This design comes from an exercise in tuning for small area on the open sky130 flow, not from production work. RTL that was checked went through simulation tests only; none was proved equivalent to the original. Function not checked in run 1: the RTL went through the layout flow alone. No activity file was given, so power comes from the tool's default toggle rates.

==> flow/design.v <==
package pid_pkg;
  localparam int DEF_DW   = 16;
  localparam int DEF_FRAC = 8;
  typedef enum logic [2:0] {
    ST_IDLE  = 3'd0,
    ST_ERR   = 3'd1,
    ST_MUL_P = 3'd2,
    ST_MUL_I = 3'd3,
    ST_MUL_D = 3'd4,
    ST_SUM   = 3'd5
  } state_t;
  typedef enum logic [1:0] {
    SAT_NONE = 2'b00,
    SAT_POS  = 2'b01,
    SAT_NEG  = 2'b10
  } sat_dir_t;
  function automatic logic [1:0] sat_dir(input logic sign_bit, input logic top_all_same);
    if (top_all_same) begin
      sat_dir = pid_pkg::SAT_NONE;
    end else if (sign_bit) begin
      sat_dir = pid_pkg::SAT_NEG;
    end else begin
      sat_dir = pid_pkg::SAT_POS;
    end
  endfunction
endpackage
module pid_sat #(
  parameter int IN_W  = 17,
  parameter int OUT_W = 16
) (
  input  logic signed [IN_W-1:0]  din,
  output logic signed [OUT_W-1:0] dout
);
  logic [IN_W-OUT_W:0] top;
  logic                top_same;
  always_comb begin
    top      = din[IN_W-1:OUT_W-1];
    top_same = (&top) | ~(|top);
    if (top_same) dout = din[OUT_W-1:0];
    else          dout = {din[IN_W-1], {(OUT_W-1){~din[IN_W-1]}}};
  end
endmodule
module pid_fa (
  input  logic a,
  input  logic b,
  input  logic c,
  output logic s,
  output logic co
);
  assign s  = a ^ b ^ c;
  assign co = (a & b) | (a & c) | (b & c);
endmodule
module pid_ha (
  input  logic a,
  input  logic b,
  output logic s,
  output logic co
);
  assign s  = a ^ b;
  assign co = a & b;
endmodule
module pid_controller_param #(
  parameter int DW   = pid_pkg::DEF_DW,
  parameter int FRAC = pid_pkg::DEF_FRAC,
  parameter int ACCW = 2*DW+4
) (
  input  logic                 clk,
  input  logic                 rst,
  input  logic                 en,
  input  logic                 clear,
  input  logic signed [DW-1:0] setpoint,
  input  logic signed [DW-1:0] feedback,
  input  logic signed [DW-1:0] kp,
  input  logic signed [DW-1:0] ki,
  input  logic signed [DW-1:0] kd,
  input  logic [ACCW-2:0]      int_limit,
  input  logic [15:0]          clk_times,
  output logic signed [DW-1:0] control_signal,
  output logic                 valid,
  output logic                 busy,
  output logic                 overrun
);
  logic [2:0]       st_q;
  logic [15:0]      cnt_q;
  logic [15:0]      e_q;       
  logic [15:0]      pe_q;      
  logic             pe_v;      
  logic [ACCW-1:0]  acc_q;     
  logic             acc_c;     
  logic             acc_v;     
  logic [31:0]      t_q;       
  logic [15:0]      ctrl_q;
  logic             valid_q, overrun_q;
  logic s_idle, s_p, s_i, s_d, s_sum, tick;
  assign s_idle = ~st_q[2] & ~st_q[0];
  assign s_p    = st_q[1] & ~st_q[2];
  assign s_i    = st_q[2] & st_q[0];
  assign s_d    = st_q[1] & ~st_q[0];
  assign s_sum  = st_q[2] & ~st_q[1];
  assign tick = en && (cnt_q == clk_times);
  logic [16:0] err_raw, de_raw;
  logic [15:0] err_sat, de_sat;
  logic [16:0] err_c, de_c;
  assign err_raw[0] = setpoint[0] ^ feedback[0];
  assign err_c[1]   = setpoint[0] | ~feedback[0];
  assign de_raw[0]  = e_q[0] ^ pe_q[0];
  assign de_c[1]    = e_q[0] | ~pe_q[0];
  genvar gk;
  generate
    for (gk = 1; gk < 17; gk++) begin : g_sub
      logic c_unused_e, c_unused_d;
      if (gk < 16) begin : g_mid
        pid_fa u_e (.a(setpoint[gk]), .b(~feedback[gk]), .c(err_c[gk]), .s(err_raw[gk]), .co(err_c[gk+1]));
        pid_fa u_d (.a(e_q[gk]), .b(~pe_q[gk]), .c(de_c[gk]), .s(de_raw[gk]), .co(de_c[gk+1]));
      end else begin : g_top
        pid_fa u_e (.a(setpoint[15]), .b(~feedback[15]), .c(err_c[16]), .s(err_raw[16]), .co(c_unused_e));
        pid_fa u_d (.a(e_q[15]), .b(~pe_q[15]), .c(de_c[16]), .s(de_raw[16]), .co(c_unused_d));
      end
    end
  endgenerate
  pid_sat #(.IN_W(17), .OUT_W(16)) u_sat_err (.din(err_raw), .dout(err_sat));
  pid_sat #(.IN_W(17), .OUT_W(16)) u_sat_de  (.din(de_raw),  .dout(de_sat));
  logic [15:0] cnt_inc;
  logic [16:0] cnt_cy;
  assign cnt_inc[0] = ~cnt_q[0];
  assign cnt_cy[1]  = cnt_q[0];
  generate
    for (gk = 1; gk < 16; gk++) begin : g_inc
      pid_ha u_h (.a(cnt_q[gk]), .b(cnt_cy[gk]), .s(cnt_inc[gk]), .co(cnt_cy[gk+1]));
    end
  endgenerate
  assign tick = en && (cnt_q == clk_times);
  logic [15:0] g;
  assign g = s_i ? ki : (s_d ? kd : kp);
  logic [7:0] one, two, neg, nz;
  logic [15:0] pp0, pp1, pp2, pp3, pp4, pp5, pp6, pp7;
  logic ppn0, ppn1, ppn2, ppn3, ppn4, ppn5, ppn6, ppn7;
  logic [15:0] pp [8];
  logic [7:0] ppn;
  logic [16:0] ge;
  assign ge = {g[15:0], 1'b0};
  genvar gi, gj;
  generate
    for (gi = 0; gi < 8; gi++) begin : g_booth
      logic b2, b1, b0;
      assign b2 = e_q[2*gi+1];
      assign b1 = e_q[2*gi];
      if (gi == 0) begin : g_lsb
        assign b0 = 1'b0;
      end else begin : g_mid
        assign b0 = e_q[2*gi-1];
      end
      assign one[gi] = b1 ^ b0;
      assign two[gi] = (b2 & ~b1 & ~b0) | (~b2 & b1 & b0);
      assign neg[gi] = b2;
      assign nz[gi]  = one[gi] | two[gi];
      for (gj = 0; gj < 16; gj++) begin : g_pp
        assign pp[gi][gj] = ((g[gj] & one[gi]) | (ge[gj] & two[gi])) ^ neg[gi];
      end
      assign ppn[gi] = ~((g[15] & nz[gi]) ^ neg[gi]);
    end
  endgenerate
  assign pp0 = pp[0]; assign pp1 = pp[1]; assign pp2 = pp[2]; assign pp3 = pp[3];
  assign pp4 = pp[4]; assign pp5 = pp[5]; assign pp6 = pp[6]; assign pp7 = pp[7];
  assign {ppn7, ppn6, ppn5, ppn4, ppn3, ppn2, ppn1, ppn0} = ppn;
  logic xen, xc, xan, ytn;
  logic [ACCW-1:0] xa;
  logic [31:0] yt;
  assign xen = (s_i | s_d) & ~clear & acc_v;
  assign xa  = acc_q & {ACCW{xen}};
  assign xc  = acc_c & xen;
  assign xan = ~xa[ACCW-1];
  assign yt  = t_q & {32{s_d}};
  assign ytn = ~yt[31];
  logic [36:0] ra, rb, sum;
  logic [35:0] cm;
  logic csgn, clamp;
  assign csgn = sum[36];
  assign cm   = sum[35:0] ^ {36{csgn}};
  logic ts1, tc2;
  pid_ha u_ts1 (.a(neg[6]), .b(xa[12]), .s(ts1), .co(tc2));
  logic ts3, tc4;
  pid_ha u_ts3 (.a(xa[13]), .b(yt[13]), .s(ts3), .co(tc4));
  logic ts5, tc6;
  pid_fa u_ts5 (.a(neg[7]), .b(xa[14]), .c(yt[14]), .s(ts5), .co(tc6));
  logic ts7, tc8;
  pid_ha u_ts7 (.a(pp0[14]), .b(pp1[12]), .s(ts7), .co(tc8));
  logic ts9, tc10;
  pid_fa u_ts9 (.a(xa[15]), .b(yt[15]), .c(pp0[15]), .s(ts9), .co(tc10));
  logic ts11, tc12;
  pid_ha u_ts11 (.a(pp1[13]), .b(pp2[11]), .s(ts11), .co(tc12));
  logic ts13, tc14;
  assign ts13 = ~(xa[16] ^ yt[16]);
  assign tc14 = xa[16] | yt[16];
  logic ts15, tc16;
  pid_fa u_ts15 (.a(ppn0), .b(pp1[14]), .c(pp2[12]), .s(ts15), .co(tc16));
  logic ts17, tc18;
  assign ts17 = ~(xa[17] ^ yt[17]);
  assign tc18 = xa[17] | yt[17];
  logic ts19, tc20;
  pid_ha u_ts19 (.a(pp1[15]), .b(pp2[13]), .s(ts19), .co(tc20));
  logic ts21, tc22;
  pid_fa u_ts21 (.a(xa[18]), .b(yt[18]), .c(ppn1), .s(ts21), .co(tc22));
  logic ts23;
  assign ts23 = ~xa[19];
  logic ts24, tc25;
  pid_ha u_ts24 (.a(neg[3]), .b(xa[6]), .s(ts24), .co(tc25));
  logic ts26, tc27;
  pid_ha u_ts26 (.a(xa[7]), .b(yt[7]), .s(ts26), .co(tc27));
  logic ts28, tc29;
  pid_fa u_ts28 (.a(neg[4]), .b(xa[8]), .c(yt[8]), .s(ts28), .co(tc29));
  logic ts30, tc31;
  pid_ha u_ts30 (.a(pp0[8]), .b(pp1[6]), .s(ts30), .co(tc31));
  logic ts32, tc33;
  pid_fa u_ts32 (.a(xa[9]), .b(yt[9]), .c(pp0[9]), .s(ts32), .co(tc33));
  logic ts34, tc35;
  pid_ha u_ts34 (.a(pp1[7]), .b(pp2[5]), .s(ts34), .co(tc35));
  logic ts36, tc37;
  pid_fa u_ts36 (.a(neg[5]), .b(xa[10]), .c(yt[10]), .s(ts36), .co(tc37));
  logic ts38, tc39;
  pid_fa u_ts38 (.a(pp0[10]), .b(pp1[8]), .c(pp2[6]), .s(ts38), .co(tc39));
  logic ts40, tc41;
  pid_ha u_ts40 (.a(pp3[4]), .b(pp4[2]), .s(ts40), .co(tc41));
  logic ts42, tc43;
  pid_fa u_ts42 (.a(xa[11]), .b(yt[11]), .c(pp0[11]), .s(ts42), .co(tc43));
  logic ts44, tc45;
  pid_fa u_ts44 (.a(pp1[9]), .b(pp2[7]), .c(pp3[5]), .s(ts44), .co(tc45));
  logic ts46, tc47;
  pid_ha u_ts46 (.a(pp4[3]), .b(pp5[1]), .s(ts46), .co(tc47));
  logic ts48, tc49;
  pid_fa u_ts48 (.a(yt[12]), .b(ts1), .c(pp0[12]), .s(ts48), .co(tc49));
  logic ts50, tc51;
  pid_fa u_ts50 (.a(pp1[10]), .b(pp2[8]), .c(pp3[6]), .s(ts50), .co(tc51));
  logic ts52, tc53;
  pid_fa u_ts52 (.a(pp4[4]), .b(pp5[2]), .c(pp6[0]), .s(ts52), .co(tc53));
  logic ts54, tc55;
  pid_fa u_ts54 (.a(tc2), .b(ts3), .c(pp0[13]), .s(ts54), .co(tc55));
  logic ts56, tc57;
  pid_fa u_ts56 (.a(pp1[11]), .b(pp2[9]), .c(pp3[7]), .s(ts56), .co(tc57));
  logic ts58, tc59;
  pid_fa u_ts58 (.a(pp4[5]), .b(pp5[3]), .c(pp6[1]), .s(ts58), .co(tc59));
  logic ts60, tc61;
  pid_fa u_ts60 (.a(tc4), .b(ts5), .c(pp2[10]), .s(ts60), .co(tc61));
  logic ts62, tc63;
  pid_fa u_ts62 (.a(pp3[8]), .b(pp4[6]), .c(pp5[4]), .s(ts62), .co(tc63));
  logic ts64, tc65;
  pid_fa u_ts64 (.a(pp6[2]), .b(pp7[0]), .c(ts7), .s(ts64), .co(tc65));
  logic ts66, tc67;
  pid_fa u_ts66 (.a(tc6), .b(pp3[9]), .c(pp4[7]), .s(ts66), .co(tc67));
  logic ts68, tc69;
  pid_fa u_ts68 (.a(pp5[5]), .b(pp6[3]), .c(pp7[1]), .s(ts68), .co(tc69));
  logic ts70, tc71;
  pid_fa u_ts70 (.a(tc8), .b(ts11), .c(ts9), .s(ts70), .co(tc71));
  logic ts72, tc73;
  pid_fa u_ts72 (.a(ts13), .b(pp3[10]), .c(pp4[8]), .s(ts72), .co(tc73));
  logic ts74, tc75;
  pid_fa u_ts74 (.a(pp5[6]), .b(pp6[4]), .c(pp7[2]), .s(ts74), .co(tc75));
  logic ts76, tc77;
  pid_fa u_ts76 (.a(tc12), .b(tc10), .c(ts15), .s(ts76), .co(tc77));
  logic ts78, tc79;
  pid_fa u_ts78 (.a(tc14), .b(ts17), .c(pp3[11]), .s(ts78), .co(tc79));
  logic ts80, tc81;
  pid_fa u_ts80 (.a(pp4[9]), .b(pp5[7]), .c(pp6[5]), .s(ts80), .co(tc81));
  logic ts82, tc83;
  pid_fa u_ts82 (.a(pp7[3]), .b(ts19), .c(tc16), .s(ts82), .co(tc83));
  logic ts84, tc85;
  pid_fa u_ts84 (.a(tc18), .b(pp2[14]), .c(pp3[12]), .s(ts84), .co(tc85));
  logic ts86, tc87;
  pid_fa u_ts86 (.a(pp4[10]), .b(pp5[8]), .c(pp6[6]), .s(ts86), .co(tc87));
  logic ts88, tc89;
  pid_fa u_ts88 (.a(pp7[4]), .b(tc20), .c(ts21), .s(ts88), .co(tc89));
  logic ts90, tc91;
  pid_fa u_ts90 (.a(yt[19]), .b(ts23), .c(pp2[15]), .s(ts90), .co(tc91));
  logic ts92, tc93;
  pid_fa u_ts92 (.a(pp3[13]), .b(pp4[11]), .c(pp5[9]), .s(ts92), .co(tc93));
  logic ts94, tc95;
  pid_fa u_ts94 (.a(pp6[7]), .b(pp7[5]), .c(tc22), .s(ts94), .co(tc95));
  logic ts96, tc97;
  pid_fa u_ts96 (.a(xa[20]), .b(yt[20]), .c(xa[19]), .s(ts96), .co(tc97));
  logic ts98, tc99;
  pid_fa u_ts98 (.a(ppn2), .b(pp3[14]), .c(pp4[12]), .s(ts98), .co(tc99));
  logic ts100, tc101;
  pid_fa u_ts100 (.a(pp5[10]), .b(pp6[8]), .c(pp7[6]), .s(ts100), .co(tc101));
  logic ts102, tc103;
  assign ts102 = ~(xa[21] ^ yt[21]);
  assign tc103 = xa[21] | yt[21];
  logic ts104, tc105;
  pid_fa u_ts104 (.a(pp3[15]), .b(pp4[13]), .c(pp5[11]), .s(ts104), .co(tc105));
  logic ts106, tc107;
  pid_ha u_ts106 (.a(pp6[9]), .b(pp7[7]), .s(ts106), .co(tc107));
  logic ts108, tc109;
  pid_fa u_ts108 (.a(xa[22]), .b(yt[22]), .c(ppn3), .s(ts108), .co(tc109));
  logic ts110, tc111;
  pid_fa u_ts110 (.a(pp4[14]), .b(pp5[12]), .c(pp6[10]), .s(ts110), .co(tc111));
  logic ts112, tc113;
  assign ts112 = ~(xa[23] ^ yt[23]);
  assign tc113 = xa[23] | yt[23];
  logic ts114, tc115;
  pid_ha u_ts114 (.a(pp4[15]), .b(pp5[13]), .s(ts114), .co(tc115));
  logic ts116, tc117;
  pid_fa u_ts116 (.a(xa[24]), .b(yt[24]), .c(ppn4), .s(ts116), .co(tc117));
  logic ts118;
  assign ts118 = ~xa[25];
  logic ts119, tc120;
  pid_ha u_ts119 (.a(neg[0]), .b(xa[0]), .s(ts119), .co(tc120));
  logic ts121, tc122;
  pid_ha u_ts121 (.a(neg[1]), .b(xa[2]), .s(ts121), .co(tc122));
  logic ts123, tc124;
  pid_ha u_ts123 (.a(xa[3]), .b(yt[3]), .s(ts123), .co(tc124));
  logic ts125, tc126;
  pid_fa u_ts125 (.a(neg[2]), .b(xa[4]), .c(yt[4]), .s(ts125), .co(tc126));
  logic ts127, tc128;
  pid_ha u_ts127 (.a(pp0[4]), .b(pp1[2]), .s(ts127), .co(tc128));
  logic ts129, tc130;
  pid_fa u_ts129 (.a(xa[5]), .b(yt[5]), .c(pp0[5]), .s(ts129), .co(tc130));
  logic ts131, tc132;
  pid_ha u_ts131 (.a(pp1[3]), .b(pp2[1]), .s(ts131), .co(tc132));
  logic ts133, tc134;
  pid_fa u_ts133 (.a(yt[6]), .b(ts24), .c(pp0[6]), .s(ts133), .co(tc134));
  logic ts135, tc136;
  pid_fa u_ts135 (.a(pp1[4]), .b(pp2[2]), .c(pp3[0]), .s(ts135), .co(tc136));
  logic ts137, tc138;
  pid_fa u_ts137 (.a(tc25), .b(ts26), .c(pp0[7]), .s(ts137), .co(tc138));
  logic ts139, tc140;
  pid_fa u_ts139 (.a(pp1[5]), .b(pp2[3]), .c(pp3[1]), .s(ts139), .co(tc140));
  logic ts141, tc142;
  pid_fa u_ts141 (.a(tc27), .b(ts28), .c(pp2[4]), .s(ts141), .co(tc142));
  logic ts143, tc144;
  pid_fa u_ts143 (.a(pp3[2]), .b(pp4[0]), .c(ts30), .s(ts143), .co(tc144));
  logic ts145, tc146;
  pid_fa u_ts145 (.a(tc29), .b(pp3[3]), .c(pp4[1]), .s(ts145), .co(tc146));
  logic ts147, tc148;
  pid_fa u_ts147 (.a(tc31), .b(ts34), .c(ts32), .s(ts147), .co(tc148));
  logic ts149, tc150;
  pid_fa u_ts149 (.a(ts36), .b(pp5[0]), .c(tc35), .s(ts149), .co(tc150));
  logic ts151, tc152;
  pid_fa u_ts151 (.a(ts40), .b(tc33), .c(ts38), .s(ts151), .co(tc152));
  logic ts153, tc154;
  pid_fa u_ts153 (.a(tc37), .b(tc41), .c(ts46), .s(ts153), .co(tc154));
  logic ts155, tc156;
  pid_fa u_ts155 (.a(tc39), .b(ts42), .c(ts44), .s(ts155), .co(tc156));
  logic ts157, tc158;
  pid_fa u_ts157 (.a(tc47), .b(tc43), .c(tc45), .s(ts157), .co(tc158));
  logic ts159, tc160;
  pid_fa u_ts159 (.a(ts48), .b(ts50), .c(ts52), .s(ts159), .co(tc160));
  logic ts161, tc162;
  pid_fa u_ts161 (.a(tc49), .b(tc51), .c(tc53), .s(ts161), .co(tc162));
  logic ts163, tc164;
  pid_fa u_ts163 (.a(ts54), .b(ts56), .c(ts58), .s(ts163), .co(tc164));
  logic ts165, tc166;
  pid_fa u_ts165 (.a(tc55), .b(tc57), .c(tc59), .s(ts165), .co(tc166));
  logic ts167, tc168;
  pid_fa u_ts167 (.a(ts60), .b(ts62), .c(ts64), .s(ts167), .co(tc168));
  logic ts169, tc170;
  pid_fa u_ts169 (.a(tc61), .b(tc63), .c(ts66), .s(ts169), .co(tc170));
  logic ts171, tc172;
  pid_fa u_ts171 (.a(ts68), .b(tc65), .c(ts70), .s(ts171), .co(tc172));
  logic ts173, tc174;
  pid_fa u_ts173 (.a(tc67), .b(tc69), .c(ts72), .s(ts173), .co(tc174));
  logic ts175, tc176;
  pid_fa u_ts175 (.a(ts74), .b(tc71), .c(ts76), .s(ts175), .co(tc176));
  logic ts177, tc178;
  pid_fa u_ts177 (.a(tc73), .b(tc75), .c(ts78), .s(ts177), .co(tc178));
  logic ts179, tc180;
  pid_fa u_ts179 (.a(ts80), .b(tc77), .c(ts82), .s(ts179), .co(tc180));
  logic ts181, tc182;
  pid_fa u_ts181 (.a(tc79), .b(tc81), .c(ts84), .s(ts181), .co(tc182));
  logic ts183, tc184;
  pid_fa u_ts183 (.a(ts86), .b(tc83), .c(ts88), .s(ts183), .co(tc184));
  logic ts185, tc186;
  pid_fa u_ts185 (.a(tc85), .b(tc87), .c(ts90), .s(ts185), .co(tc186));
  logic ts187, tc188;
  pid_fa u_ts187 (.a(ts92), .b(tc89), .c(ts94), .s(ts187), .co(tc188));
  logic ts189, tc190;
  pid_fa u_ts189 (.a(ts96), .b(tc91), .c(tc93), .s(ts189), .co(tc190));
  logic ts191, tc192;
  pid_fa u_ts191 (.a(ts98), .b(ts100), .c(tc95), .s(ts191), .co(tc192));
  logic ts193, tc194;
  pid_fa u_ts193 (.a(ts102), .b(tc97), .c(ts106), .s(ts193), .co(tc194));
  logic ts195, tc196;
  pid_fa u_ts195 (.a(tc99), .b(tc101), .c(ts104), .s(ts195), .co(tc196));
  logic ts197, tc198;
  pid_fa u_ts197 (.a(tc103), .b(pp7[8]), .c(tc107), .s(ts197), .co(tc198));
  logic ts199, tc200;
  pid_fa u_ts199 (.a(tc105), .b(ts108), .c(ts110), .s(ts199), .co(tc200));
  logic ts201, tc202;
  pid_fa u_ts201 (.a(ts112), .b(pp6[11]), .c(pp7[9]), .s(ts201), .co(tc202));
  logic ts203, tc204;
  pid_fa u_ts203 (.a(ts114), .b(tc109), .c(tc111), .s(ts203), .co(tc204));
  logic ts205, tc206;
  pid_fa u_ts205 (.a(tc113), .b(pp5[14]), .c(pp6[12]), .s(ts205), .co(tc206));
  logic ts207, tc208;
  pid_fa u_ts207 (.a(pp7[10]), .b(tc115), .c(ts116), .s(ts207), .co(tc208));
  logic ts209, tc210;
  pid_fa u_ts209 (.a(yt[25]), .b(ts118), .c(pp5[15]), .s(ts209), .co(tc210));
  logic ts211, tc212;
  pid_fa u_ts211 (.a(pp6[13]), .b(pp7[11]), .c(tc117), .s(ts211), .co(tc212));
  logic ts213, tc214;
  pid_fa u_ts213 (.a(xa[26]), .b(yt[26]), .c(xa[25]), .s(ts213), .co(tc214));
  logic ts215, tc216;
  pid_fa u_ts215 (.a(ppn5), .b(pp6[14]), .c(pp7[12]), .s(ts215), .co(tc216));
  logic ts217, tc218;
  assign ts217 = ~(xa[27] ^ yt[27]);
  assign tc218 = xa[27] | yt[27];
  logic ts219, tc220;
  pid_ha u_ts219 (.a(pp6[15]), .b(pp7[13]), .s(ts219), .co(tc220));
  logic ts221, tc222;
  pid_fa u_ts221 (.a(xa[28]), .b(yt[28]), .c(ppn6), .s(ts221), .co(tc222));
  logic ts223;
  assign ts223 = ~xa[29];
  logic ts224, tc225;
  pid_ha u_ts224 (.a(xc), .b(yt[0]), .s(ts224), .co(tc225));
  logic ts226, tc227;
  pid_fa u_ts226 (.a(xa[1]), .b(yt[1]), .c(tc120), .s(ts226), .co(tc227));
  logic ts228, tc229;
  pid_fa u_ts228 (.a(yt[2]), .b(ts121), .c(pp0[2]), .s(ts228), .co(tc229));
  logic ts230, tc231;
  pid_fa u_ts230 (.a(tc122), .b(ts123), .c(pp0[3]), .s(ts230), .co(tc231));
  logic ts232, tc233;
  pid_fa u_ts232 (.a(tc124), .b(ts125), .c(pp2[0]), .s(ts232), .co(tc233));
  logic ts234, tc235;
  pid_fa u_ts234 (.a(tc126), .b(tc128), .c(ts131), .s(ts234), .co(tc235));
  logic ts236, tc237;
  pid_fa u_ts236 (.a(tc132), .b(tc130), .c(ts133), .s(ts236), .co(tc237));
  logic ts238, tc239;
  pid_fa u_ts238 (.a(tc134), .b(tc136), .c(ts137), .s(ts238), .co(tc239));
  logic ts240, tc241;
  pid_fa u_ts240 (.a(tc138), .b(tc140), .c(ts141), .s(ts240), .co(tc241));
  logic ts242, tc243;
  pid_fa u_ts242 (.a(tc142), .b(ts145), .c(tc144), .s(ts242), .co(tc243));
  logic ts244, tc245;
  pid_fa u_ts244 (.a(tc146), .b(ts149), .c(tc148), .s(ts244), .co(tc245));
  logic ts246, tc247;
  pid_fa u_ts246 (.a(tc150), .b(ts153), .c(tc152), .s(ts246), .co(tc247));
  logic ts248, tc249;
  pid_fa u_ts248 (.a(tc154), .b(tc156), .c(ts157), .s(ts248), .co(tc249));
  logic ts250, tc251;
  pid_fa u_ts250 (.a(tc158), .b(tc160), .c(ts161), .s(ts250), .co(tc251));
  logic ts252, tc253;
  pid_fa u_ts252 (.a(tc162), .b(tc164), .c(ts165), .s(ts252), .co(tc253));
  logic ts254, tc255;
  pid_fa u_ts254 (.a(tc166), .b(ts169), .c(tc168), .s(ts254), .co(tc255));
  logic ts256, tc257;
  pid_fa u_ts256 (.a(tc170), .b(ts173), .c(tc172), .s(ts256), .co(tc257));
  logic ts258, tc259;
  pid_fa u_ts258 (.a(tc174), .b(ts177), .c(tc176), .s(ts258), .co(tc259));
  logic ts260, tc261;
  pid_fa u_ts260 (.a(tc178), .b(ts181), .c(tc180), .s(ts260), .co(tc261));
  logic ts262, tc263;
  pid_fa u_ts262 (.a(tc182), .b(ts185), .c(tc184), .s(ts262), .co(tc263));
  logic ts264, tc265;
  pid_fa u_ts264 (.a(tc186), .b(ts189), .c(tc188), .s(ts264), .co(tc265));
  logic ts266, tc267;
  pid_fa u_ts266 (.a(ts193), .b(tc190), .c(ts195), .s(ts266), .co(tc267));
  logic ts268, tc269;
  pid_fa u_ts268 (.a(tc194), .b(ts197), .c(tc196), .s(ts268), .co(tc269));
  logic ts270, tc271;
  pid_fa u_ts270 (.a(ts201), .b(tc198), .c(tc200), .s(ts270), .co(tc271));
  logic ts272, tc273;
  pid_fa u_ts272 (.a(tc202), .b(ts205), .c(tc204), .s(ts272), .co(tc273));
  logic ts274, tc275;
  pid_fa u_ts274 (.a(tc206), .b(ts209), .c(tc208), .s(ts274), .co(tc275));
  logic ts276, tc277;
  pid_fa u_ts276 (.a(ts213), .b(tc210), .c(ts215), .s(ts276), .co(tc277));
  logic ts278, tc279;
  pid_fa u_ts278 (.a(ts217), .b(tc214), .c(ts219), .s(ts278), .co(tc279));
  logic ts280, tc281;
  pid_fa u_ts280 (.a(tc218), .b(pp7[14]), .c(tc220), .s(ts280), .co(tc281));
  logic ts282, tc283;
  pid_fa u_ts282 (.a(yt[29]), .b(ts223), .c(pp7[15]), .s(ts282), .co(tc283));
  logic ts284, tc285;
  pid_fa u_ts284 (.a(xa[30]), .b(yt[30]), .c(xa[29]), .s(ts284), .co(tc285));
  logic ts286, tc287;
  pid_ha u_ts286 (.a(ts224), .b(ts119), .s(ts286), .co(tc287));
  logic ts288, tc289;
  pid_fa u_ts288 (.a(tc225), .b(ts226), .c(pp0[1]), .s(ts288), .co(tc289));
  logic ts290, tc291;
  pid_fa u_ts290 (.a(tc227), .b(pp1[0]), .c(ts228), .s(ts290), .co(tc291));
  logic ts292, tc293;
  pid_fa u_ts292 (.a(pp1[1]), .b(tc229), .c(ts230), .s(ts292), .co(tc293));
  logic ts294, tc295;
  pid_fa u_ts294 (.a(ts127), .b(tc231), .c(ts232), .s(ts294), .co(tc295));
  logic ts296, tc297;
  pid_fa u_ts296 (.a(tc233), .b(ts129), .c(ts234), .s(ts296), .co(tc297));
  logic ts298, tc299;
  pid_fa u_ts298 (.a(ts135), .b(tc235), .c(ts236), .s(ts298), .co(tc299));
  logic ts300, tc301;
  pid_fa u_ts300 (.a(ts139), .b(tc237), .c(ts238), .s(ts300), .co(tc301));
  logic ts302, tc303;
  pid_fa u_ts302 (.a(ts143), .b(tc239), .c(ts240), .s(ts302), .co(tc303));
  logic ts304, tc305;
  pid_fa u_ts304 (.a(tc241), .b(ts147), .c(ts242), .s(ts304), .co(tc305));
  logic ts306, tc307;
  pid_fa u_ts306 (.a(ts151), .b(tc243), .c(ts244), .s(ts306), .co(tc307));
  logic ts308, tc309;
  pid_fa u_ts308 (.a(ts155), .b(tc245), .c(ts246), .s(ts308), .co(tc309));
  logic ts310, tc311;
  pid_fa u_ts310 (.a(ts159), .b(tc247), .c(ts248), .s(ts310), .co(tc311));
  logic ts312, tc313;
  pid_fa u_ts312 (.a(ts163), .b(tc249), .c(ts250), .s(ts312), .co(tc313));
  logic ts314, tc315;
  pid_fa u_ts314 (.a(ts167), .b(tc251), .c(ts252), .s(ts314), .co(tc315));
  logic ts316, tc317;
  pid_fa u_ts316 (.a(tc253), .b(ts171), .c(ts254), .s(ts316), .co(tc317));
  logic ts318, tc319;
  pid_fa u_ts318 (.a(ts175), .b(tc255), .c(ts256), .s(ts318), .co(tc319));
  logic ts320, tc321;
  pid_fa u_ts320 (.a(ts179), .b(tc257), .c(ts258), .s(ts320), .co(tc321));
  logic ts322, tc323;
  pid_fa u_ts322 (.a(ts183), .b(tc259), .c(ts260), .s(ts322), .co(tc323));
  logic ts324, tc325;
  pid_fa u_ts324 (.a(ts187), .b(tc261), .c(ts262), .s(ts324), .co(tc325));
  logic ts326, tc327;
  pid_fa u_ts326 (.a(ts191), .b(tc263), .c(ts264), .s(ts326), .co(tc327));
  logic ts328, tc329;
  pid_fa u_ts328 (.a(tc192), .b(ts266), .c(tc265), .s(ts328), .co(tc329));
  logic ts330, tc331;
  pid_fa u_ts330 (.a(ts199), .b(tc267), .c(ts268), .s(ts330), .co(tc331));
  logic ts332, tc333;
  pid_fa u_ts332 (.a(ts203), .b(tc269), .c(ts270), .s(ts332), .co(tc333));
  logic ts334, tc335;
  pid_fa u_ts334 (.a(ts207), .b(tc271), .c(ts272), .s(ts334), .co(tc335));
  logic ts336, tc337;
  pid_fa u_ts336 (.a(ts211), .b(tc273), .c(ts274), .s(ts336), .co(tc337));
  logic ts338, tc339;
  pid_fa u_ts338 (.a(tc212), .b(ts276), .c(tc275), .s(ts338), .co(tc339));
  logic ts340, tc341;
  pid_fa u_ts340 (.a(tc216), .b(ts278), .c(tc277), .s(ts340), .co(tc341));
  logic ts342, tc343;
  pid_fa u_ts342 (.a(ts221), .b(tc279), .c(ts280), .s(ts342), .co(tc343));
  logic ts344, tc345;
  pid_fa u_ts344 (.a(tc222), .b(ts282), .c(tc281), .s(ts344), .co(tc345));
  logic ts346, tc347;
  pid_fa u_ts346 (.a(ts284), .b(ppn7), .c(tc283), .s(ts346), .co(tc347));
  logic ts348, tc349;
  pid_fa u_ts348 (.a(xa[31]), .b(ytn), .c(tc285), .s(ts348), .co(tc349));
  logic ts350;
  assign ts350 = ~xa[32];
  logic ts351;
  assign ts351 = ~xa[33];
  logic ts352;
  assign ts352 = ~xa[34];
  assign ra = {1'b1, xan, xa[33], xa[32], ts350, ts348, ts346, tc343, ts342, ts340, tc337, tc335, tc333, tc331, ts330, tc327, tc325, tc323, tc321, tc319, tc317, tc315, tc313, tc311, tc309, tc307, tc305, tc303, tc301, tc299, tc297, tc295, tc293, tc291, tc289, tc287, ts286};
  assign rb = {1'b0, xa[34], ts352, ts351, tc349, tc347, tc345, ts344, tc341, tc339, ts338, ts336, ts334, ts332, tc329, ts328, ts326, ts324, ts322, ts320, ts318, ts316, ts314, ts312, ts310, ts308, ts306, ts304, ts302, ts300, ts298, ts296, ts294, ts292, ts290, ts288, pp0[0]};
  logic [36:0] cp, cg;
  pid_ha u_pg0 (.a(ra[0]), .b(rb[0]), .s(cp[0]), .co(cg[0]));
  pid_ha u_pg1 (.a(ra[1]), .b(rb[1]), .s(cp[1]), .co(cg[1]));
  pid_ha u_pg2 (.a(ra[2]), .b(rb[2]), .s(cp[2]), .co(cg[2]));
  pid_ha u_pg3 (.a(ra[3]), .b(rb[3]), .s(cp[3]), .co(cg[3]));
  pid_ha u_pg4 (.a(ra[4]), .b(rb[4]), .s(cp[4]), .co(cg[4]));
  pid_ha u_pg5 (.a(ra[5]), .b(rb[5]), .s(cp[5]), .co(cg[5]));
  pid_ha u_pg6 (.a(ra[6]), .b(rb[6]), .s(cp[6]), .co(cg[6]));
  pid_ha u_pg7 (.a(ra[7]), .b(rb[7]), .s(cp[7]), .co(cg[7]));
  pid_ha u_pg8 (.a(ra[8]), .b(rb[8]), .s(cp[8]), .co(cg[8]));
  pid_ha u_pg9 (.a(ra[9]), .b(rb[9]), .s(cp[9]), .co(cg[9]));
  pid_ha u_pg10 (.a(ra[10]), .b(rb[10]), .s(cp[10]), .co(cg[10]));
  pid_ha u_pg11 (.a(ra[11]), .b(rb[11]), .s(cp[11]), .co(cg[11]));
  pid_ha u_pg12 (.a(ra[12]), .b(rb[12]), .s(cp[12]), .co(cg[12]));
  pid_ha u_pg13 (.a(ra[13]), .b(rb[13]), .s(cp[13]), .co(cg[13]));
  pid_ha u_pg14 (.a(ra[14]), .b(rb[14]), .s(cp[14]), .co(cg[14]));
  pid_ha u_pg15 (.a(ra[15]), .b(rb[15]), .s(cp[15]), .co(cg[15]));
  pid_ha u_pg16 (.a(ra[16]), .b(rb[16]), .s(cp[16]), .co(cg[16]));
  pid_ha u_pg17 (.a(ra[17]), .b(rb[17]), .s(cp[17]), .co(cg[17]));
  pid_ha u_pg18 (.a(ra[18]), .b(rb[18]), .s(cp[18]), .co(cg[18]));
  pid_ha u_pg19 (.a(ra[19]), .b(rb[19]), .s(cp[19]), .co(cg[19]));
  pid_ha u_pg20 (.a(ra[20]), .b(rb[20]), .s(cp[20]), .co(cg[20]));
  pid_ha u_pg21 (.a(ra[21]), .b(rb[21]), .s(cp[21]), .co(cg[21]));
  pid_ha u_pg22 (.a(ra[22]), .b(rb[22]), .s(cp[22]), .co(cg[22]));
  pid_ha u_pg23 (.a(ra[23]), .b(rb[23]), .s(cp[23]), .co(cg[23]));
  pid_ha u_pg24 (.a(ra[24]), .b(rb[24]), .s(cp[24]), .co(cg[24]));
  pid_ha u_pg25 (.a(ra[25]), .b(rb[25]), .s(cp[25]), .co(cg[25]));
  pid_ha u_pg26 (.a(ra[26]), .b(rb[26]), .s(cp[26]), .co(cg[26]));
  pid_ha u_pg27 (.a(ra[27]), .b(rb[27]), .s(cp[27]), .co(cg[27]));
  pid_ha u_pg28 (.a(ra[28]), .b(rb[28]), .s(cp[28]), .co(cg[28]));
  pid_ha u_pg29 (.a(ra[29]), .b(rb[29]), .s(cp[29]), .co(cg[29]));
  pid_ha u_pg30 (.a(ra[30]), .b(rb[30]), .s(cp[30]), .co(cg[30]));
  pid_ha u_pg31 (.a(ra[31]), .b(rb[31]), .s(cp[31]), .co(cg[31]));
  pid_ha u_pg32 (.a(ra[32]), .b(rb[32]), .s(cp[32]), .co(cg[32]));
  pid_ha u_pg33 (.a(ra[33]), .b(rb[33]), .s(cp[33]), .co(cg[33]));
  pid_ha u_pg34 (.a(ra[34]), .b(rb[34]), .s(cp[34]), .co(cg[34]));
  pid_ha u_pg35 (.a(ra[35]), .b(rb[35]), .s(cp[35]), .co(cg[35]));
  assign cp[36] = ra[36];
  assign cg[36] = 1'b0;
  wire bg353 = cg[1] | (cp[1] & cg[0]);
  wire bp354 = cp[1] & cp[0];
  wire bg355 = cg[3] | (cp[3] & cg[2]);
  wire bp356 = cp[3] & cp[2];
  wire bg357 = cg[5] | (cp[5] & cg[4]);
  wire bp358 = cp[5] & cp[4];
  wire bg359 = cg[7] | (cp[7] & cg[6]);
  wire bp360 = cp[7] & cp[6];
  wire bg361 = cg[9] | (cp[9] & cg[8]);
  wire bp362 = cp[9] & cp[8];
  wire bg363 = cg[11] | (cp[11] & cg[10]);
  wire bp364 = cp[11] & cp[10];
  wire bg365 = cg[13] | (cp[13] & cg[12]);
  wire bp366 = cp[13] & cp[12];
  wire bg367 = cg[15] | (cp[15] & cg[14]);
  wire bp368 = cp[15] & cp[14];
  wire bg369 = cg[17] | (cp[17] & cg[16]);
  wire bp370 = cp[17] & cp[16];
  wire bg371 = cg[19] | (cp[19] & cg[18]);
  wire bp372 = cp[19] & cp[18];
  wire bg373 = cg[21] | (cp[21] & cg[20]);
  wire bp374 = cp[21] & cp[20];
  wire bg375 = cg[23] | (cp[23] & cg[22]);
  wire bp376 = cp[23] & cp[22];
  wire bg377 = cg[25] | (cp[25] & cg[24]);
  wire bp378 = cp[25] & cp[24];
  wire bg379 = cg[27] | (cp[27] & cg[26]);
  wire bp380 = cp[27] & cp[26];
  wire bg381 = cg[29] | (cp[29] & cg[28]);
  wire bp382 = cp[29] & cp[28];
  wire bg383 = cg[31] | (cp[31] & cg[30]);
  wire bp384 = cp[31] & cp[30];
  wire bg385 = cg[33] | (cp[33] & cg[32]);
  wire bp386 = cp[33] & cp[32];
  wire bg387 = cg[35] | (cp[35] & cg[34]);
  wire bp388 = cp[35] & cp[34];
  wire bg389 = bg355 | (bp356 & bg353);
  wire bp390 = bp356 & bp354;
  wire bg391 = bg359 | (bp360 & bg357);
  wire bp392 = bp360 & bp358;
  wire bg393 = bg363 | (bp364 & bg361);
  wire bp394 = bp364 & bp362;
  wire bg395 = bg367 | (bp368 & bg365);
  wire bp396 = bp368 & bp366;
  wire bg397 = bg371 | (bp372 & bg369);
  wire bp398 = bp372 & bp370;
  wire bg399 = bg375 | (bp376 & bg373);
  wire bp400 = bp376 & bp374;
  wire bg401 = bg379 | (bp380 & bg377);
  wire bp402 = bp380 & bp378;
  wire bg403 = bg383 | (bp384 & bg381);
  wire bp404 = bp384 & bp382;
  wire bg405 = bg387 | (bp388 & bg385);
  wire bp406 = bp388 & bp386;
  wire bg407 = bg391 | (bp392 & bg389);
  wire bp408 = bp392 & bp390;
  wire bg409 = bg395 | (bp396 & bg393);
  wire bp410 = bp396 & bp394;
  wire bg411 = bg399 | (bp400 & bg397);
  wire bp412 = bp400 & bp398;
  wire bg413 = bg403 | (bp404 & bg401);
  wire bp414 = bp404 & bp402;
  wire bg415 = bg409 | (bp410 & bg407);
  wire bp416 = bp410 & bp408;
  wire bg417 = bg413 | (bp414 & bg411);
  wire bp418 = bp414 & bp412;
  wire bg419 = bg417 | (bp418 & bg415);
  wire bp420 = bp418 & bp416;
  wire bg421 = bg411 | (bp412 & bg415);
  wire bp422 = bp412 & bp416;
  wire bg423 = bg393 | (bp394 & bg407);
  wire bp424 = bp394 & bp408;
  wire bg425 = bg397 | (bp398 & bg415);
  wire bp426 = bp398 & bp416;
  wire bg427 = bg401 | (bp402 & bg421);
  wire bp428 = bp402 & bp422;
  wire bg429 = bg405 | (bp406 & bg419);
  wire bp430 = bp406 & bp420;
  wire bg431 = bg357 | (bp358 & bg389);
  wire bp432 = bp358 & bp390;
  wire bg433 = bg361 | (bp362 & bg407);
  wire bp434 = bp362 & bp408;
  wire bg435 = bg365 | (bp366 & bg423);
  wire bp436 = bp366 & bp424;
  wire bg437 = bg369 | (bp370 & bg415);
  wire bp438 = bp370 & bp416;
  wire bg439 = bg373 | (bp374 & bg425);
  wire bp440 = bp374 & bp426;
  wire bg441 = bg377 | (bp378 & bg421);
  wire bp442 = bp378 & bp422;
  wire bg443 = bg381 | (bp382 & bg427);
  wire bp444 = bp382 & bp428;
  wire bg445 = bg385 | (bp386 & bg419);
  wire bp446 = bp386 & bp420;
  wire bg447 = cg[2] | (cp[2] & bg353);
  wire bp448 = cp[2] & bp354;
  wire bg449 = cg[4] | (cp[4] & bg389);
  wire bp450 = cp[4] & bp390;
  wire bg451 = cg[6] | (cp[6] & bg431);
  wire bp452 = cp[6] & bp432;
  wire bg453 = cg[8] | (cp[8] & bg407);
  wire bp454 = cp[8] & bp408;
  wire bg455 = cg[10] | (cp[10] & bg433);
  wire bp456 = cp[10] & bp434;
  wire bg457 = cg[12] | (cp[12] & bg423);
  wire bp458 = cp[12] & bp424;
  wire bg459 = cg[14] | (cp[14] & bg435);
  wire bp460 = cp[14] & bp436;
  wire bg461 = cg[16] | (cp[16] & bg415);
  wire bp462 = cp[16] & bp416;
  wire bg463 = cg[18] | (cp[18] & bg437);
  wire bp464 = cp[18] & bp438;
  wire bg465 = cg[20] | (cp[20] & bg425);
  wire bp466 = cp[20] & bp426;
  wire bg467 = cg[22] | (cp[22] & bg439);
  wire bp468 = cp[22] & bp440;
  wire bg469 = cg[24] | (cp[24] & bg421);
  wire bp470 = cp[24] & bp422;
  wire bg471 = cg[26] | (cp[26] & bg441);
  wire bp472 = cp[26] & bp442;
  wire bg473 = cg[28] | (cp[28] & bg427);
  wire bp474 = cp[28] & bp428;
  wire bg475 = cg[30] | (cp[30] & bg443);
  wire bp476 = cp[30] & bp444;
  wire bg477 = cg[32] | (cp[32] & bg419);
  wire bp478 = cp[32] & bp420;
  wire bg479 = cg[34] | (cp[34] & bg445);
  wire bp480 = cp[34] & bp446;
  wire bg481 = cg[36] | (cp[36] & bg429);
  wire bp482 = cp[36] & bp430;
  assign sum[0] = cp[0];
  assign sum[1] = cp[1] ^ cg[0];
  assign sum[2] = cp[2] ^ bg353;
  assign sum[3] = cp[3] ^ bg447;
  assign sum[4] = cp[4] ^ bg389;
  assign sum[5] = cp[5] ^ bg449;
  assign sum[6] = cp[6] ^ bg431;
  assign sum[7] = cp[7] ^ bg451;
  assign sum[8] = cp[8] ^ bg407;
  assign sum[9] = cp[9] ^ bg453;
  assign sum[10] = cp[10] ^ bg433;
  assign sum[11] = cp[11] ^ bg455;
  assign sum[12] = cp[12] ^ bg423;
  assign sum[13] = cp[13] ^ bg457;
  assign sum[14] = cp[14] ^ bg435;
  assign sum[15] = cp[15] ^ bg459;
  assign sum[16] = cp[16] ^ bg415;
  assign sum[17] = cp[17] ^ bg461;
  assign sum[18] = cp[18] ^ bg437;
  assign sum[19] = cp[19] ^ bg463;
  assign sum[20] = cp[20] ^ bg425;
  assign sum[21] = cp[21] ^ bg465;
  assign sum[22] = cp[22] ^ bg439;
  assign sum[23] = cp[23] ^ bg467;
  assign sum[24] = cp[24] ^ bg421;
  assign sum[25] = cp[25] ^ bg469;
  assign sum[26] = cp[26] ^ bg441;
  assign sum[27] = cp[27] ^ bg471;
  assign sum[28] = cp[28] ^ bg427;
  assign sum[29] = cp[29] ^ bg473;
  assign sum[30] = cp[30] ^ bg443;
  assign sum[31] = cp[31] ^ bg475;
  assign sum[32] = cp[32] ^ bg419;
  assign sum[33] = cp[33] ^ bg477;
  assign sum[34] = cp[34] ^ bg445;
  assign sum[35] = cp[35] ^ bg479;
  assign sum[36] = cp[36] ^ bg429;
  wire kg0 = cm[0] & ~int_limit[0];
  wire kp0 = cm[0] | ~int_limit[0];
  wire kg1 = cm[1] & ~int_limit[1];
  wire kp1 = cm[1] | ~int_limit[1];
  wire kg2 = cm[2] & ~int_limit[2];
  wire kp2 = cm[2] | ~int_limit[2];
  wire kg3 = cm[3] & ~int_limit[3];
  wire kp3 = cm[3] | ~int_limit[3];
  wire kg4 = cm[4] & ~int_limit[4];
  wire kp4 = cm[4] | ~int_limit[4];
  wire kg5 = cm[5] & ~int_limit[5];
  wire kp5 = cm[5] | ~int_limit[5];
  wire kg6 = cm[6] & ~int_limit[6];
  wire kp6 = cm[6] | ~int_limit[6];
  wire kg7 = cm[7] & ~int_limit[7];
  wire kp7 = cm[7] | ~int_limit[7];
  wire kg8 = cm[8] & ~int_limit[8];
  wire kp8 = cm[8] | ~int_limit[8];
  wire kg9 = cm[9] & ~int_limit[9];
  wire kp9 = cm[9] | ~int_limit[9];
  wire kg10 = cm[10] & ~int_limit[10];
  wire kp10 = cm[10] | ~int_limit[10];
  wire kg11 = cm[11] & ~int_limit[11];
  wire kp11 = cm[11] | ~int_limit[11];
  wire kg12 = cm[12] & ~int_limit[12];
  wire kp12 = cm[12] | ~int_limit[12];
  wire kg13 = cm[13] & ~int_limit[13];
  wire kp13 = cm[13] | ~int_limit[13];
  wire kg14 = cm[14] & ~int_limit[14];
  wire kp14 = cm[14] | ~int_limit[14];
  wire kg15 = cm[15] & ~int_limit[15];
  wire kp15 = cm[15] | ~int_limit[15];
  wire kg16 = cm[16] & ~int_limit[16];
  wire kp16 = cm[16] | ~int_limit[16];
  wire kg17 = cm[17] & ~int_limit[17];
  wire kp17 = cm[17] | ~int_limit[17];
  wire kg18 = cm[18] & ~int_limit[18];
  wire kp18 = cm[18] | ~int_limit[18];
  wire kg19 = cm[19] & ~int_limit[19];
  wire kp19 = cm[19] | ~int_limit[19];
  wire kg20 = cm[20] & ~int_limit[20];
  wire kp20 = cm[20] | ~int_limit[20];
  wire kg21 = cm[21] & ~int_limit[21];
  wire kp21 = cm[21] | ~int_limit[21];
  wire kg22 = cm[22] & ~int_limit[22];
  wire kp22 = cm[22] | ~int_limit[22];
  wire kg23 = cm[23] & ~int_limit[23];
  wire kp23 = cm[23] | ~int_limit[23];
  wire kg24 = cm[24] & ~int_limit[24];
  wire kp24 = cm[24] | ~int_limit[24];
  wire kg25 = cm[25] & ~int_limit[25];
  wire kp25 = cm[25] | ~int_limit[25];
  wire kg26 = cm[26] & ~int_limit[26];
  wire kp26 = cm[26] | ~int_limit[26];
  wire kg27 = cm[27] & ~int_limit[27];
  wire kp27 = cm[27] | ~int_limit[27];
  wire kg28 = cm[28] & ~int_limit[28];
  wire kp28 = cm[28] | ~int_limit[28];
  wire kg29 = cm[29] & ~int_limit[29];
  wire kp29 = cm[29] | ~int_limit[29];
  wire kg30 = cm[30] & ~int_limit[30];
  wire kp30 = cm[30] | ~int_limit[30];
  wire kg31 = cm[31] & ~int_limit[31];
  wire kp31 = cm[31] | ~int_limit[31];
  wire kg32 = cm[32] & ~int_limit[32];
  wire kp32 = cm[32] | ~int_limit[32];
  wire kg33 = cm[33] & ~int_limit[33];
  wire kp33 = cm[33] | ~int_limit[33];
  wire kg34 = cm[34] & ~int_limit[34];
  wire kp34 = cm[34] | ~int_limit[34];
  wire kg483 = kg0 | (kp0 & csgn);
  wire kp484 = kp0 & 1'b1;
  wire kg485 = kg2 | (kp2 & kg1);
  wire kp486 = kp2 & kp1;
  wire kg487 = kg4 | (kp4 & kg3);
  wire kp488 = kp4 & kp3;
  wire kg489 = kg6 | (kp6 & kg5);
  wire kp490 = kp6 & kp5;
  wire kg491 = kg8 | (kp8 & kg7);
  wire kp492 = kp8 & kp7;
  wire kg493 = kg10 | (kp10 & kg9);
  wire kp494 = kp10 & kp9;
  wire kg495 = kg12 | (kp12 & kg11);
  wire kp496 = kp12 & kp11;
  wire kg497 = kg14 | (kp14 & kg13);
  wire kp498 = kp14 & kp13;
  wire kg499 = kg16 | (kp16 & kg15);
  wire kp500 = kp16 & kp15;
  wire kg501 = kg18 | (kp18 & kg17);
  wire kp502 = kp18 & kp17;
  wire kg503 = kg20 | (kp20 & kg19);
  wire kp504 = kp20 & kp19;
  wire kg505 = kg22 | (kp22 & kg21);
  wire kp506 = kp22 & kp21;
  wire kg507 = kg24 | (kp24 & kg23);
  wire kp508 = kp24 & kp23;
  wire kg509 = kg26 | (kp26 & kg25);
  wire kp510 = kp26 & kp25;
  wire kg511 = kg28 | (kp28 & kg27);
  wire kp512 = kp28 & kp27;
  wire kg513 = kg30 | (kp30 & kg29);
  wire kp514 = kp30 & kp29;
  wire kg515 = kg32 | (kp32 & kg31);
  wire kp516 = kp32 & kp31;
  wire kg517 = kg34 | (kp34 & kg33);
  wire kp518 = kp34 & kp33;
  wire kg519 = kg485 | (kp486 & kg483);
  wire kp520 = kp486 & kp484;
  wire kg521 = kg489 | (kp490 & kg487);
  wire kp522 = kp490 & kp488;
  wire kg523 = kg493 | (kp494 & kg491);
  wire kp524 = kp494 & kp492;
  wire kg525 = kg497 | (kp498 & kg495);
  wire kp526 = kp498 & kp496;
  wire kg527 = kg501 | (kp502 & kg499);
  wire kp528 = kp502 & kp500;
  wire kg529 = kg505 | (kp506 & kg503);
  wire kp530 = kp506 & kp504;
  wire kg531 = kg509 | (kp510 & kg507);
  wire kp532 = kp510 & kp508;
  wire kg533 = kg513 | (kp514 & kg511);
  wire kp534 = kp514 & kp512;
  wire kg535 = kg517 | (kp518 & kg515);
  wire kp536 = kp518 & kp516;
  wire kg537 = kg521 | (kp522 & kg519);
  wire kp538 = kp522 & kp520;
  wire kg539 = kg525 | (kp526 & kg523);
  wire kp540 = kp526 & kp524;
  wire kg541 = kg529 | (kp530 & kg527);
  wire kp542 = kp530 & kp528;
  wire kg543 = kg533 | (kp534 & kg531);
  wire kp544 = kp534 & kp532;
  wire kg545 = cm[35] | (1'b1 & kg535);
  wire kp546 = 1'b1 & kp536;
  wire kg547 = kg539 | (kp540 & kg537);
  wire kp548 = kp540 & kp538;
  wire kg549 = kg543 | (kp544 & kg541);
  wire kp550 = kp544 & kp542;
  wire kg551 = kg549 | (kp550 & kg547);
  wire kp552 = kp550 & kp548;
  wire kg553 = kg545 | (kp546 & kg551);
  wire kp554 = kp546 & kp552;
  assign clamp = kg553;
  logic [15:0] out_sat;
  pid_sat #(.IN_W(28), .OUT_W(16)) u_sat_out (.din(sum[35:8]), .dout(out_sat));
  always_ff @(posedge clk or posedge rst) begin
    if (rst) begin
      st_q      <= 3'b000;
      cnt_q     <= '0;
      pe_v      <= 1'b0;
      acc_v     <= 1'b0;
      ctrl_q    <= '0;
      valid_q   <= 1'b0;
      overrun_q <= 1'b0;
    end else begin
      cnt_q     <= (!en || tick) ? 16'd0 : cnt_inc;
      valid_q   <= s_sum;
      overrun_q <= tick && !s_idle;
      if (s_idle) begin
        if (tick) st_q <= 3'b001;
      end else begin
        st_q <= {st_q[1:0], ~st_q[2]};
      end
      if (s_i) pe_v <= 1'b1;
      else if (clear) pe_v <= 1'b0;
      if (clear) acc_v <= 1'b0;
      else if (s_i) acc_v <= 1'b1;
      if (s_sum) ctrl_q <= t_q[15:0];
    end
  end
  always_ff @(posedge clk) begin
    if (s_idle && tick) e_q <= err_sat;
    else if (s_i && !clear && pe_v) e_q <= de_sat;
    if (s_i) pe_q <= e_q;
    if (s_i) begin
      if (clamp) begin
        acc_q <= {csgn, int_limit ^ {35{csgn}}};
        acc_c <= csgn;
      end else begin
        acc_q <= sum[ACCW-1:0];
        acc_c <= 1'b0;
      end
    end
    if (s_p) t_q <= sum[31:0];
    else if (s_d) t_q[15:0] <= out_sat;
  end
  assign control_signal = ctrl_q;
  assign valid          = valid_q;
  assign busy           = ~s_idle;
  assign overrun        = overrun_q;
endmodule
==> flow/flow/run.sh <==
#!/bin/bash
# Standard layout, with the smallest buffer on the ports.
set -euo pipefail
export BUFFER_PORTS_ARGS="-buffer_cell sky130_fd_sc_hd__buf_1"
bash standard.sh > flow_standard.log 2>&1
==> flow/standard.sh <==
#!/bin/bash
# synth_recipe.tcl (not shown) runs the flow's synth.tcl, then flattens the netlist and writes it again
# the make line also repeats each setting of config.mk as NAME=value (left out here)
make -C /OpenROAD-flow-scripts/flow DESIGN_CONFIG=/design/flow/config.mk WORK_HOME=/design/flow/orfs CLKGATE_MAP_FILE= SYNTH_SCRIPT=/design/flow/synth_recipe.tcl "${@:-finish}"
==> flow/config.mk <==
export PLATFORM = sky130hd
export DESIGN_NAME = pid_controller_param
export DESIGN_NICKNAME = pid_controller_param
export VERILOG_FILES = /design/flow/design.v
export SDC_FILE = /design/flow/constraint.sdc
export NUM_CORES = 4
export LEC_CHECK = 0
export ABC_AREA = 1
export CAP_MARGIN = 20
export CORE_MARGIN = 2
export CORE_UTILIZATION = 40
export CTS_BUF_LIST = sky130_fd_sc_hd__clkbuf_8
export SLEW_MARGIN = 20
export SYNTH_HIERARCHICAL = 1
==> flow/constraint.sdc <==
create_clock -name core_clock -period 13.5 [get_ports {clk}]
set_input_delay 2.7000 -clock core_clock [delete_from_list [all_inputs] [get_ports {clk}]]
set_output_delay 2.7000 -clock core_clock [all_outputs]
set_load 0.01 [all_outputs]
==> results of run 1 <==
[routing by layer]
layer | GRT usage, % | vias up
met5 | 0 | -
met4 | 6.18 | 0
met3 | 4.66 | 66
met2 | 33.0 | 551
met1 | 30.4 | 6437
li1 | - | 6562
[path summary, 6_finish.rpt]
kind	from	endpoint	slack, ns	cells past startpoint
setup / recovery	setpoint[0]	e_q[3]$_DFFE_PP_	2.66	24
hold / removal	st_q[1]$_DFFE_PP0P_	valid_q$_DFF_PP0_	0.47	1
setup reg to reg	e_q[0]$_DFFE_PP_	e_q[1]$_DFFE_PP_	4.04	23
hold reg to reg	st_q[1]$_DFFE_PP0P_	valid_q$_DFF_PP0_	0.47	1
max in group asynchronous	rst	ctrl_q[15]$_DFFE_PP0P_	10.82	3
min in group asynchronous	rst	cnt_q[13]$_DFF_PP0_	2.32	3
[final cells by class]
| class | count | share of cell area, % |
|---|---|---|
| clock buffers | 19 | 1.44 |
| inverters | 227 | 4.69 |
| flip-flops and latches | 140 | 22.1 |
| clock inverters | 13 | 0.841 |
| repair buffers | 188 | 4.61 |
| well taps | 532 | 3.67 |
| multi-input cells | 1504 | 62.7 |
[per-module statistics from Yosys, one instance, submodules excluded, excerpt]
module / cells / flops+latches / times used
pid_fa: 1 / 0 / 179
pid_ha: 1 / 0 / 72
pid_controller_param: 1586 / 140 / 1
[cell usage after synthesis (3+ instances only)]
cell type | count | share of area, %
o21ai_1 | 27 | 0.81
nor2_1 | 159 | 3.6
dfrtp_1 | 39 | 5.9
buf_2 | 8 | 0.24
nor3_1 | 3 | 0.090
clkbuf_1 | 72 | 1.6
nand2_2 | 6 | 0.23
nand2_4 | 4 | 0.27
o22ai_1 | 119 | 4.5
nand3b_1 | 4 | 0.18
a31o_2 | 8 | 0.42
fa_1 | 179 | 21
inv_1 | 218 | 4.9
buf_6 | 4 | 0.27
xor2_1 | 156 | 8.2
clkinv_1 | 8 | 0.18
edfxtp_1 | 101 | 18
o21ai_0 | 49 | 1.5
nand4_1 | 3 | 0.11
nand2_1 | 463 | 10
buf_1 | 3 | 0.068
ha_1 | 101 | 7.6
xnor2_1 | 46 | 2.4
or2_2 | 7 | 0.26
o21ai_2 | 14 | 0.74
buf_4 | 12 | 0.54
nand3_1 | 95 | 2.9
a21oi_1 | 40 | 1.2
[where the power goes]
| group | switching [W] | leakage (nW) | internal [W] |
|---|---|---|---|
| sequential | 0.0000139 | 1.42 | 0.000535 |
| combinational | 0.000888 | 6.86 | 0.000511 |
| clock | 0.000197 | 0.211 | 0.000179 |
[per-stage QoR]
step | utilization, % | std cells | power (W) | hold slack [ns] | area, sq um
4_1_cts | 44.3 | 2623 | 0.00233 | 0.484 | 18200
3_5_place_dp | 43.3 | 2591 | 0.00194 | 0.471 | 17700
6_report | 44.3 | 2623 | 0.00232 | 0.466 | 18200
2_1_floorplan | - | 1972 | 0.00160 | 0.412 | 16700
3_3_place_gp | 43.2 | 2591 | 0.00192 | 0.464 | 17700
5_1_grt | 44.3 | 2623 | 0.00255 | 0.510 | 18200
[worst max-delay path, stage by stage]
cell,delay (ns)
buf_1,0.07
inv_1,0.05
ha_1,0.12
inv_1,0.04
fa_1,0.37
fa_1,0.40
fa_1,0.39
fa_1,0.41
fa_1,0.39
fa_1,0.40
fa_1,0.40
fa_1,0.39
fa_1,0.39
fa_1,0.40
fa_1,0.40
fa_1,0.39
fa_1,0.39
fa_1,0.38
fa_1,0.39
fa_1,0.98
ha_1,0.85
o21ai_0,0.19
nand2_1,0.11
nand2_1,0.05
[cells by family after synthesis]
family	share of synthesized area, %
AND/OR/NAND/NOR	18.4
flip-flops	24.0
buffers and inverters	8.03
adder cells (fa/ha/maj)	29.1
multiplexers	0.0600
AO/OA/AOI/OAI	9.75
XOR/XNOR	10.7
[state kept, by name, summed over array words and instances (netlist names)]
signal and count:
valid_q 1, st_q 3, t_q 32, cnt_q 16
overrun_q 1, acc_q 36, e_q 16, ctrl_q 16
pe_v 1, acc_v 1, acc_c 1, pe_q 16
==> results.yml, run 1 <==
status:
  status: "no timing/DRC/antenna violations"
sta:
  worst_slew_pin_slew_ns: 1.13
  period_needed_ns: 10.84
  fmax_mhz: 92.3
  setup_violations: 0
  post-route-period-util_pct: 80.3
  skew_ns: 0.0246
  fin_ws_ns: 2.66
  hold_viol_final: 0
  finalMaxSlewViolations: 0
  maxSlewHeadroom_pct: 24.7
  rsz0062_at_grt: "false"
  finalSetupTns_ns: 0
logic_synthesis:
  synth_cells: 1972
  syn_area_sq_um: 16700
  synth_edf_count: 101
  synth-seq-area-share_pct: 24.0
  ys.flop_type: "edfxtp_1"
  ys_seq_elements: 140
  yosysUniqueCellTypes: 49
  synth_warnings: 12
  avgSynthCellArea_sq_um: 8.46
  synth_nets: 2387
  async_flop_share_pct: 27.9
route:
  wl_met3_um: 3750
  dr.max_layer_used: "met4"
  wl_per_cell_um: 17.4
  antenna_left: 0
  drc: 0
  drtIter0Drc: 996
  dr_wl_met2_um: 20000
  viasPerCell: 5.19
  met1Wirelength_um: 21000
  dr.pass1.iters: 5
  vias: 13600
  wl_um: 45500
power:
  p_leak_nw: 8.49
  ir_worst_vdd_mv: 0.0787
  pwr_density_cell_nw_per_um2: 128
setup_path:
  end_kind: "flop"
  path_max_fanout: 30
  critPathLaunchType: "input port"
  crit_arrival_ns: 11.06
  required_ns: 13.72
  critPathKind: "input port to flop"
placement:
  gp_congestion: 0.878
  portBuffers: 153
  hpwl_um: 34800
  dpl_worst_slack_ns: 2.15
die:
  io_pins: 154
  die-height_um: 208
  die_x_um: 208
  coreArea_sq_um: 41000
  rows: 74
  initial_utilization_pct: 40.7
  die_area_sq_um: 43300
cts:
  cts_tree: "done"
  postCtsSetupBuffers: 0
  root_buffer: "clkbuf_8"
  clk_transition_reported_paths_ns: 0.09
  clock_path_buffers: 2
  htreeDepth: 4
  clk_latency_ns: 0.47
  cts_resized: 0
  cts-buffers-inserted: 17
  holdBufCountCts: 0
  numClockSinks: 140
cells_and_area:
  fillers: 4063
  layout_common_cells: "463 x nand2_1, 218 x inv_1, 179 x fa_1, 156 x nor2_1, 156 x xor2_1"
  layout-drive-gt1-share_pct: 5.98
  diodes: 0
  regArea_sq_um: 4010
  nets: 2493
  final_common_cell: "nand2_1"
  area_growth_pct: 8.88
  multi_input_area_sq_um: 11400
global_routing:
  grt_pass1_wl_um: 74100
  overflow: 0
  grt_max_degree: 73
  grt_usage_pct: 21.5
  grt_pass1_vias: 13900
  antenna_found_initial: 0
job:
  max_cap_viol_count: 0
min_path:
  hold_class: "flop to flop"
==> run 2: changes to the inputs <==
--- a/flow/design.v
+++ b/flow/design.v
@@ -97,7 +97,6 @@
   assign s_i    = st_q[2] & st_q[0];
   assign s_d    = st_q[1] & ~st_q[0];
   assign s_sum  = st_q[2] & ~st_q[1];
-  assign tick = en && (cnt_q == clk_times);
   logic [16:0] err_raw, de_raw;
   logic [15:0] err_sat, de_sat;
   logic [16:0] err_c, de_c;
==> run 2 against run 1 <==
Net effect: global-route usage unchanged; first-iteration DRC count unchanged; die area unchanged; setup slack unchanged; hold slack unchanged; still clean; count of clock-buffer cells in the layout unchanged; combinational power about the same; clock power about the same; sequential power about the same; synthesized area unchanged; flip-flop and latch count unchanged.
==> results.yml, run 2 <==
die:
  initial_utilization_pct: 40.7
  io_pins: 154
  die_area_sq_um: 43300
  coreArea_sq_um: 41000
  die-height_um: 208
  die_x_um: 208
  rows: 74
route:
  vias: 13600
  viasPerCell: 5.19
  drc: 0
  antenna_left: 0
  wl_per_cell_um: 17.4
  dr.pass1.iters: 5
  wl_um: 45500
  drtIter0Drc: 996
cts:
  numClockSinks: 140
  clock_path_buffers: 2
  postCtsSetupBuffers: 0
  cts-buffers-inserted: 17
  cts_tree: "done"
  clk_latency_ns: 0.47
  cts_resized: 0
  clk_transition_reported_paths_ns: 0.09
  htreeDepth: 4
  holdBufCountCts: 0
  root_buffer: "clkbuf_8"
global_routing:
  grt_max_degree: 73
  overflow: 0
  grt_pass1_wl_um: 74100
  grt_pass1_vias: 13900
  grt_usage_pct: 21.5
  antenna_found_initial: 0
sta:
  setup_violations: 0
  fmax_mhz: 92.3
  hold_viol_final: 0
  maxSlewHeadroom_pct: 24.7
  finalMaxSlewViolations: 0
  rsz0062_at_grt: "false"
  skew_ns: 0.0246
  finalSetupTns_ns: 0
  hold_ws_ns: 0.466
  worst_slew_pin_slew_ns: 1.13
  period_needed_ns: 10.84
  post-route-period-util_pct: 80.3
cells_and_area:
  top_regs: "acc_q (36), t_q (32)"
  fillers: 4063
  regMostFlops: "acc_q"
  area_growth_pct: 8.88
  largest_reg_flops: 36
  final_common_cell: "nand2_1"
  fin_cells: 2623
  nets: 2493
  layout-drive-gt1-share_pct: 5.98
  diodes: 0
  layout_common_cells: "463 x nand2_1, 218 x inv_1, 179 x fa_1, 156 x nor2_1, 156 x xor2_1"
setup_path:
  path_cells: "buf_1 -> inv_1 -> ha_1 -> inv_1 -> fa_1 -> fa_1 -> fa_1 -> fa_1 -> fa_1 -> fa_1 -> fa_1 -> fa_1 -> fa_1 -> fa_1 -> fa_1 -> fa_1 -> fa_1 -> fa_1 -> fa_1 -> fa_1 -> ha_1 -> o21ai_0 -> nand2_1 -> nand2_1"
  path_max_fanout: 30
  crit_arrival_ns: 11.06
  end_kind: "flop"
  path_delay_family: "adder cells"
  critPathLaunchType: "input port"
  critPathKind: "input port to flop"
  crit_path_top_delay_cell: "fa_1"
  required_ns: 13.72
  slowest_delay_ns: 0.98
  worst-path-buf-inv: 3
  critPathMostFrequentCell: "fa_1"
power:
  pwr_density_cell_nw_per_um2: 128
  ir_worst_vdd_mv: 0.0787
  p_leak_nw: 8.49
placement:
  portBuffers: 153
  placed_cells: 2591
  hpwl_um: 34800
  gp_congestion: 0.878
logic_synthesis:
  yosys.area.top_type_share_pct: 21.5
  async_flop_share_pct: 27.9
  ys_top_cells_by_count: "463 x nand2_1, 218 x inv_1, 179 x fa_1"
  ys.flop_type: "edfxtp_1"
  ys_seq_elements: 140
  synth_nets: 2387
  synth_cells: 1972
  synth_warnings: 11
  yosysTopAreaCell: "fa_1"
  yosysUniqueCellTypes: 49
  synth_area_leaders: "fa_1 21%, edfxtp_1 18%, nand2_1 10%"
  syn_area_sq_um: 16700
  synth-seq-area-share_pct: 24.0
  yosysMostFrequentCell: "nand2_1"
  avgSynthCellArea_sq_um: 8.46
  synth_edf_count: 101
job:
  max_cap_viol_count: 0
status:
  status: "no timing/DRC/antenna violations"
min_path:
  hold_class: "flop to flop"
==> run 2: where the power goes <==
part	switching [W]	total [W]	leakage [nW]	internal, W
Sequential	0.0000139	0.000548	1.42	0.000535
Combinational	0.000888	0.00140	6.86	0.000511
Clock	0.000197	0.000375	0.211	0.000179
Total	0.00110	0.00232	8.49	0.00122
==> run 2: worst paths after layout <==
kind	endpoint	from	cells past startpoint	slack (ns)
worst max-delay path	e_q[3]$_DFFE_PP_	setpoint[0]	24	2.66
worst min-delay path	valid_q$_DFF_PP0_	st_q[1]$_DFFE_PP0P_	1	0.47
worst max register to register	e_q[1]$_DFFE_PP_	e_q[0]$_DFFE_PP_	23	4.04
worst min register to register	valid_q$_DFF_PP0_	st_q[1]$_DFFE_PP0P_	1	0.47
max in group asynchronous	ctrl_q[15]$_DFFE_PP0P_	rst	3	10.82
min in group asynchronous	cnt_q[13]$_DFF_PP0_	rst	3	2.32
==> run 2: metal layers <==
metal / vias to the layer above / part of all wire [%] / GRT usage, %
li1: 6562 / - / -
met1: 6437 / 46 / 30.4
met2: 551 / 44 / 33.0
met3: 66 / 8.2 / 4.66
met4: 0 / 1.7 / 6.18
met5: - / 0 / 0
==> run 2: area by class of cell <==
class                   instances  area [sq um]  share of cell area, %
multi-input cells            1504         11400                   62.7
inverters                     227           852                   4.69
repair buffers                188           837                   4.61
clock inverters                13           153                  0.841
well taps                     532           666                   3.67
flip-flops and latches        140          4010                   22.1
clock buffers                  19           262                   1.44
==> run 2: through the flow <==
stage	setup slack [ns]	instance area [sq um]	total power (W)	util [%]
after global placement	2.26	17700	0.00192	43.2
after detailed placement	2.15	17700	0.00194	43.3
after CTS	2.71	18200	0.00233	44.3
final	2.66	18200	0.00232	44.3
after floorplan	3.40	16700	0.00160	-
after global routing	2.20	18200	0.00255	44.3
==> run 2: logic make-up (layout without fill, tap and decap cells) <==
logic type	count (synthesis)	in the layout	synth area share (%)
buffers and inverters	328	447	8.03
xor gates and xnor gates	203	203	10.7
and+or+nand+nor	751	751	18.4
muxes	1	1	0.0600
adders and majority gates	280	280	29.1
DFF	140	140	24.0
AOI/OAI and AO/OA	269	269	9.75
==> run 2: per-module statistics from Yosys (local to each module, per instance), a selection <==
module	times used	cells	area, sq um	flip-flops and latches
pid_controller_param	1	1586	11500	140
pid_fa	179	1	20.0	0
pid_ha	72	1	12.5	0

-- separate check: timing with driven ports --
The flow's constraints put no driver on any port. The routed layouts listed below were extracted and timed again, unchanged, in two steps. Step 1: set_driving_cell puts a clkbuf_16 on clk and a buf_2 on each other input, an assumption about the parent block. Step 2 times the ports against the registers' clock, not the clock port: input delays grow and output delays shrink by t, the midpoint of the rising clock arrivals with the driver on. Three values: ideal ports, drivers, drivers and shift; two values: the first two.
run	t, ns	slack for setup (ns)	hold WS [ns]	clock arrival spread, ns	pins driven straight from the clock port
run 1	0.509	2.662 / 2.686 / 2.177	0.466 / 0.466 / 0.466	0.025 / 0.024	1
run 2	0.509	2.662 / 2.686 / 2.177	0.466 / 0.466 / 0.466	0.025 / 0.024	1
After both steps setup and hold are still met in every run listed.
